What follows belongs to an exercise in optimizing a design on an open flow for small area, a short achievable clock period and few clock cycles; a production flow would make more cautious choices.
Where RTL was checked, it was by simulation tests only, not by an equivalence proof against the original.
Power figures rest on the tool's default switching activity, not on a simulated workload.

## netflow_v5_packet_builder_core
module netflow_v5_packet_builder_core #(
	parameter int unsigned RECORDS_PER_PACKET = 30
) (
	input  logic        clk,
	input  logic        arst_n,
	input  logic        flow_valid,
	output logic        flow_ready,
	input  logic [31:0] flow_src_ip,
	input  logic [31:0] flow_dst_ip,
	input  logic [31:0] flow_packet_count,
	input  logic [31:0] flow_byte_count,
	input  logic [63:0] flow_first_seen,
	input  logic [63:0] flow_last_seen,
	input  logic [15:0] flow_src_port,
	input  logic [15:0] flow_dst_port,
	input  logic [7:0]  flow_tcp_flag_bits,
	input  logic [7:0]  flow_protocol,
	input  logic        flow_end_of_batch,
	output logic        words_valid,
	input  logic        words_ready,
	output logic [8:0]  words_word_index,
	output logic [31:0] words_data_word,
	output logic        words_last_of_packet
);
	function automatic logic [8:0] div125_r4(input logic [6:0] r, input logic [1:0] d);
		logic [9:0] x, x1, x2, x3;
		logic [1:0] q;
		logic [6:0] ro;
		x  = {1'b0, r, d};
  ...
Size in the first run: about 540 flip-flops, ~30000 µm² of cells after synthesis.
Settings: LEC_CHECK=0, CAP_MARGIN=20, CORE_MARGIN=2, CORE_UTILIZATION=40, PLACE_DENSITY=0.6, SETUP_SLACK_MARGIN=5, SLEW_MARGIN=20, TNS_END_PERCENT=0; clock period 10.0 ns.
standard.sh (not shown) runs the stock make flow with config.mk's settings and CLKGATE_MAP_FILE= SYNTH_SCRIPT=/design/flow/synth_recipe.tcl, a recipe that flattens the netlist after the stock synthesis.
==> flow/flow/run.sh <==
#!/bin/bash
set -euo pipefail
bash standard.sh SETUP_SLACK_MARGIN=6.5 finish > layout.log 2>&1
Change:
TNS_END_PERCENT = default   (was 0)
What happened: Synthesized cell count is unchanged. Design area goes up by 7.5%. Register-to-register slack gains 0.15 ns. First-iteration DRC count climbs by 10%. Routed wire length went up by 3.9%.
Change:
==> flow/run.sh (new file) <==
#!/bin/bash
# synth_recipe.tcl (not shown) runs the flow's synth.tcl, then flattens the netlist and writes it again
# the make line also repeats each setting of config.mk as NAME=value (left out here)
make -C /OpenROAD-flow-scripts/flow DESIGN_CONFIG=/design/flow/config.mk WORK_HOME=/design/flow/orfs CLKGATE_MAP_FILE= SYNTH_SCRIPT=/design/flow/synth_recipe.tcl finish
removed: flow/flow/run.sh
removed: flow/standard.sh
The changed run finished with timing, DRC and antenna clean.
Non-clock buffer count decreases by 240.
Global-route usage falls by 2.0 points.
Total power came out lower by 20%.
Wire length decreases by 8.9%.
Synthesized area does not change.
Worst setup slack loses 0.64 ns.
Combinational power fell by about 30%.
No run of this note included a check of the RTL's function; only the layout flow was run.

* * *

Another version of the RTL of netflow_v5_packet_builder_core (not shown whole).
For scale: roughly 350 I/O pins, roughly 29,000 um2 of cells after synthesis.
Design netflow_v5_packet_builder_core, start of the top module:
module netflow_v5_packet_builder_core #(
	parameter int unsigned RECORDS_PER_PACKET = 30
) (
	input  logic        clk,
	input  logic        arst_n,
	input  logic        flow_valid,
	output logic        flow_ready,
	input  logic [31:0] flow_src_ip,
	input  logic [31:0] flow_dst_ip,
	input  logic [31:0] flow_packet_count,
	input  logic [31:0] flow_byte_count,
	input  logic [63:0] flow_first_seen,
	input  logic [63:0] flow_last_seen,
	input  logic [15:0] flow_src_port,
	input  logic [15:0] flow_dst_port,
	input  logic [7:0]  flow_tcp_flag_bits,
	input  logic [7:0]  flow_protocol,
	input  logic        flow_end_of_batch,
	output logic        words_valid,
	input  logic        words_ready,
	output logic [8:0]  words_word_index,
	output logic [31:0] words_data_word,
	output logic        words_last_of_packet
);
export LEC_CHECK = 0
export CAP_MARGIN = 20
export CORE_MARGIN = 2
export CORE_UTILIZATION = 55
export CTS_BUF_LIST = sky130_fd_sc_hd__clkbuf_4 sky130_fd_sc_hd__clkbuf_8
export CTS_CLUSTER_DIAMETER = 60
export CTS_CLUSTER_SIZE = 14
export PLACE_DENSITY = 0.7
export SETUP_SLACK_MARGIN = 5
export SLEW_MARGIN = 20
export TNS_END_PERCENT = 0
create_clock -name core_clock -period 10.0 [get_ports {clk}]
==> flow/flow/run.sh <==
#!/bin/bash
set -euo pipefail
export BUFFER_PORTS_ARGS="-buffer_cell sky130_fd_sc_hd__buf_1"
bash standard.sh SETUP_SLACK_MARGIN=6.5 finish > layout.log 2>&1
Testbench counts at the start, summed over its fixed seeds: cycles 40,362.
==> next run, changes <==
--- a/flow/config.mk
+++ b/flow/config.mk
@@ -9,7 +9,7 @@
 export CORE_MARGIN = 2
-export CORE_UTILIZATION = 55
-export CTS_BUF_LIST = sky130_fd_sc_hd__clkbuf_4 sky130_fd_sc_hd__clkbuf_8
-export CTS_CLUSTER_DIAMETER = 60
-export CTS_CLUSTER_SIZE = 14
-export PLACE_DENSITY = 0.7
+export CORE_UTILIZATION = 65
+export CTS_BUF_LIST = sky130_fd_sc_hd__clkbuf_8 sky130_fd_sc_hd__clkbuf_16
+export CTS_CLUSTER_DIAMETER = 100
+export CTS_CLUSTER_SIZE = 20
+export PLACE_DENSITY = 0.8
 export SETUP_SLACK_MARGIN = 5
=>
- The changed run completed without violations
- clock skew came out lower by 28 ps
- clock power came out lower by about 10%
- utilization came out higher by 9.7 points
- fmax came out lower by 3.1%
- final area came out lower by 2.8%
- routed wire length came out lower by 6.4%
- power came out lower by 3.3%
- flip-flop and latch count stays the same
==> next run, changes <==
--- a/flow/config.mk
+++ b/flow/config.mk
@@ -9,7 +9,5 @@
 export CORE_MARGIN = 2
-export CORE_UTILIZATION = 65
-export CTS_BUF_LIST = sky130_fd_sc_hd__clkbuf_8 sky130_fd_sc_hd__clkbuf_16
-export CTS_CLUSTER_DIAMETER = 100
-export CTS_CLUSTER_SIZE = 20
-export PLACE_DENSITY = 0.8
+export CORE_UTILIZATION = 55
+export CTS_BUF_LIST = sky130_fd_sc_hd__clkbuf_4 sky130_fd_sc_hd__clkbuf_8
+export PLACE_DENSITY = 0.7
 export SETUP_SLACK_MARGIN = 5
=> Count of clock-buffer cells in the layout increases by 89. Combinational power increases by about 3%. Total power increases by 10%. Cell area increases by 4.7%. Register-to-register slack is better by 98 ps. Sequential share of layout area decreases by 2.3 points. Critical path depth decreases by 3.
==> next run, changes <==
--- a/flow/config.mk
+++ b/flow/config.mk
@@ -9,5 +9,7 @@
 export CORE_MARGIN = 2
-export CORE_UTILIZATION = 55
+export CORE_UTILIZATION = 65
 export CTS_BUF_LIST = sky130_fd_sc_hd__clkbuf_4 sky130_fd_sc_hd__clkbuf_8
-export PLACE_DENSITY = 0.7
+export CTS_CLUSTER_DIAMETER = 60
+export CTS_CLUSTER_SIZE = 14
+export PLACE_DENSITY = 0.8
 export SETUP_SLACK_MARGIN = 5
After rerunning: Synthesized cell count is unchanged. Worst setup slack is worse by 53 ps. Hold slack is better by 4.4 ps. Utilization rises by 9.1 points.

[port drivers added, routing unchanged]
No port has a modelled driver above. Below, the same layouts with a new extraction and two added sets of constraints.
Step 1: set_driving_cell puts a clkbuf_16 on clk and a buf_2 on each other input, an assumption about the parent block.
Step 2 also shifts input and output timing later by t, the mid clock arrival at the registers, as if the neighbouring blocks saw the same clock.
Slacks: ideal ports / drivers / drivers and shift; pairs: ideal ports / drivers.
| run | t (ns) | setup WS [ns] | worst setup path at the end |
|---|---|---|---|
| the first run of note 1 | 0.691 | 5.656 / 5.656 / 5.192 | input to register |
| the second run of note 1 | 0.704 | 5.810 / 5.810 / 5.810 | register to register |
| the third run of note 1 | 0.694 | 5.168 / 5.191 / 4.517 | input to register |
| the first run of note 2 | 0.747 | 6.088 / 6.088 / 5.506 | input to register |
| the second run of note 2 | 0.673 | 5.963 / 5.963 / 5.449 | input to register |
| the third run of note 2 | 0.754 | 6.061 / 6.061 / 5.434 | input to register |
| the fourth run of note 2 | 0.738 | 6.009 / 6.009 / 5.427 | input to register |
After both steps setup and hold are still met in every run listed. For the third run of note 1, which loses most, drivers alone change the setup slack by +0.023 ns; drivers and shift together by -0.651 ns.
